Source: an optimization exercise on an open RTL-to-GDS flow (aim: small area). Production flows keep margins and buffers that such runs may drop. RTL that was checked went through simulation tests only; none was proved equivalent to the original. No activity file was given, so power comes from the tool's default toggle rates.

before:
Design alu_seq, start of the top module:
module alu_seq
#(
  parameter int XLEN = 64
) (
  input  logic            clk,
  input  logic            rst_n,
  input  logic            in_valid,
  output logic            in_ready,
  input  logic [diablo_alu_pkg::ALU_OP_W-1:0] in_op,
  input  logic [XLEN-1:0] in_a,
  input  logic [XLEN-1:0] in_b,
  output logic            out_valid,
  input  logic            out_ready,
  output logic [XLEN-1:0] out_result,
  output logic            out_err
);
Size in the first run: roughly 670 cells after synthesis, about 150 flip-flops, ~200 I/O pins, about 8600 um^2 of cells after synthesis.
clock: 10.0 ns
lec_check: 0
cap_margin: 20
core_margin: 2
core_utilization: 40
slew_margin: 20
synth_hierarchical: 1
standard.sh (not shown) runs the stock make flow with config.mk's settings and CLKGATE_MAP_FILE= SYNTH_SCRIPT=/design/flow/synth_recipe.tcl, a recipe that flattens the netlist after the stock synthesis.
==> flow/flow/run.sh <==
#!/bin/bash
# Layout of alu_seq: the standard flow (standard.sh, all steps unchanged) with two choices
# made through ORFS's own variables:
#  - BUFFER_PORTS_ARGS: the buffer that global placement puts on every input and output port is
#    the smallest buffer cell, sky130_fd_sc_hd__buf_1, in place of the flow's default choice;
#  - CTS_ARGS: clock tree synthesis builds its (balanced H-)tree from clkbuf_4/clkbuf_8 without
#    dummy loads.
# Each tool's output is kept in a log of its own: standard.log here, and ORFS's per-step logs
# under orfs/logs.
set -euo pipefail
export BUFFER_PORTS_ARGS="-buffer_cell sky130_fd_sc_hd__buf_1"
export CTS_ARGS="-sink_clustering_enable -repair_clock_nets -dont_use_dummy_load -buf_list {sky130_fd_sc_hd__clkbuf_4 sky130_fd_sc_hd__clkbuf_8} -root_buf sky130_fd_sc_hd__clkbuf_8 -sink_clustering_size 12 -sink_clustering_max_diameter 60"
bash standard.sh > standard.log 2>&1
Inputs modified between before and after:
--- a/flow/design.v
+++ b/flow/design.v
@@ -269,29 +269,30 @@
   output logic            out_valid,
   input  logic            out_ready,
   output logic [XLEN-1:0] out_result,
   output logic            out_err
 );
   localparam int SHW = $clog2(XLEN);
   localparam logic [1:0] S_PRE = 2'd0, S_P0 = 2'd1, S_P1 = 2'd2, S_P2 = 2'd3;
   logic            r_ov;
   logic [1:0]      r_st;
   logic [SHW-1:0]  r_k;
   logic            r_abit;
   logic            r_lt;
+  logic            r_pbit;
   logic [XLEN-1:0] r_acc;
   logic [XLEN-1:0] r_q;
   logic            r_psgn;
   logic            r_f1;
-  logic            r_h;
+  logic            r_f2;
   logic [3:0]      r_op;
   logic            r_a63;
   logic            r_b63;
   diablo_alu_pkg::alu_op_e w_op;
   logic w_p0, w_p1, w_p2, w_first, w_lastk, w_last, w_done;
   logic w_add, w_sub_op, w_logic, w_shift, w_mul, w_cmp, w_isdiv, w_two;
   logic w_signed, w_rem, w_sa, w_bn, w_negq, w_e, w_e63, w_sub, w_bk, w_diff, w_lt, w_lbit;
   logic [SHW-1:0]  w_kn;
   logic            w_knl, w_hold;
   logic            w_bitin, w_yen, w_yinv, w_y64, w_cin;
   logic [XLEN:0]   w_sum;
   assign w_op     = diablo_alu_pkg::alu_op_e'(r_op);
@@ -326,26 +327,26 @@
     r_abit <= ((in_op == 4'd6 || in_op == 4'd7) && w_knl) ? ((in_op == 4'd7) && in_a[XLEN-1]) : in_a[w_kn];
     r_lt   <= w_knl;
   end
   assign w_bk   = r_acc[XLEN-1];
   always_comb begin
     case (w_op)
       diablo_alu_pkg::ALU_AND: w_lbit = r_abit & w_bk;
       diablo_alu_pkg::ALU_OR:  w_lbit = r_abit | w_bk;
       default:                 w_lbit = r_abit ^ w_bk;
     endcase
   end
   assign w_lt = (w_op == diablo_alu_pkg::ALU_SLT && (r_a63 ^ r_b63)) ? r_a63 : r_psgn;
-  assign w_e63  = ((&r_acc) && r_psgn) || r_h;
-  assign w_e    = w_sa && r_h;
+  assign w_e63  = ((&r_acc) && r_psgn) || (r_f2 && r_pbit);
+  assign w_e    = w_sa && r_f2;
   assign w_negq = (w_sa ^ w_bn) && !r_f1;
   assign w_sub  = w_p1 ? !r_psgn : (w_sa && r_psgn);
   always_comb begin
     w_bitin = 1'b0;
     w_yen   = 1'b0;
     w_yinv  = 1'b0;
     w_y64   = 1'b0;
     w_cin   = 1'b0;
     case (r_st)
       S_P0: begin
         if (w_add || w_sub_op || w_shift || w_cmp) w_bitin = r_abit;
         if (w_add || w_sub_op || w_logic || w_cmp) w_yen = w_lastk;
@@ -401,33 +402,34 @@
     end else begin
       if (r_ov) begin
         if (out_ready) r_ov <= 1'b0;
       end else if (in_valid && w_done) begin
         r_ov <= 1'b1;
       end
       if (r_ov || !in_valid || w_done)    r_st <= S_PRE;
       else if (r_st == S_PRE || w_lastk)  r_st <= r_st + 1'b1;
     end
   end
   always_ff @(posedge clk) begin
     r_k    <= w_kn;
+    r_pbit <= w_bitin;
     r_q    <= {r_q[XLEN-2:0], !w_sum[XLEN]};
     if (w_p0) r_psgn <= w_cmp && w_sum[XLEN];
     if (w_p1 && w_isdiv) r_psgn <= w_sum[XLEN];
   end
   assign w_hold = w_p1 && w_shift && ((w_op == diablo_alu_pkg::ALU_SLL) ? !r_lt : r_lt);
   always_ff @(posedge clk) begin
     if (!r_ov && !w_hold) r_acc <= w_sum[XLEN-1:0];
     if (!r_ov) r_op <= in_op;
     r_a63 <= in_a[XLEN-1];
     r_b63 <= in_b[XLEN-1];
   end
   always_ff @(posedge clk) begin
     if (w_p1) begin
       if (w_first) r_f1 <= !w_sum[XLEN];
-      r_h <= !w_first && w_e63 && w_bitin;
+      r_f2 <= !w_first && (((&r_acc) && r_psgn) || (r_f2 && r_pbit));
     end else if (w_p2 && w_first) begin
-      r_h <= w_e63;
+      r_f2 <= w_e63;
     end
   end
 endmodule
 `default_nettype wire
==> comparison <==
Row count of standard-cell rows: after lower / before higher
Of before and after, the run reporting the lower synthesis-to-finish area growth was before.
after ends up with higher part of the total power dissipated in sequential elements than before does.
Arrival time reported for the critical path endpoint (higher): after
Taking after over before, the first-iteration DRC count ratio works out to 0.880.
Comparing before and after, the higher number of clock sinks is on after.
Looking only at horizontal die dimension, and setting everything else aside, the higher value of before and after goes to before.
Function not checked in before: the RTL went through the layout flow alone.

separate check: timing with driven ports:
The results above use ideal ports. As a check the final layouts listed here were re-extracted and re-timed, cells and wires unchanged.
Step 1 sets driving cells, clkbuf_16 on the clock port and buf_2 on the other inputs (assumed; they add their load-dependent delay and slew).
Step 2 times the ports against the registers' clock, not the clock port: input delays grow and output delays shrink by t, the midpoint of the rising clock arrivals with the driver on.
Slacks: ideal / step 1 / step 2; pairs: ideal / step 1.
run | t (ns) | setup WS [ns] | slew at the worst register clock pin (ns)
before | 0.465 | 0.591 / 0.591 / 0.287 | 0.10 / 0.10
after | 0.474 | 0.537 / 0.537 / 0.307 | 0.08 / 0.08
After both steps every run listed still meets setup and hold. The setup slack of before, which loses most, moves by 0.000 ns with the drivers and by -0.304 ns with both steps.
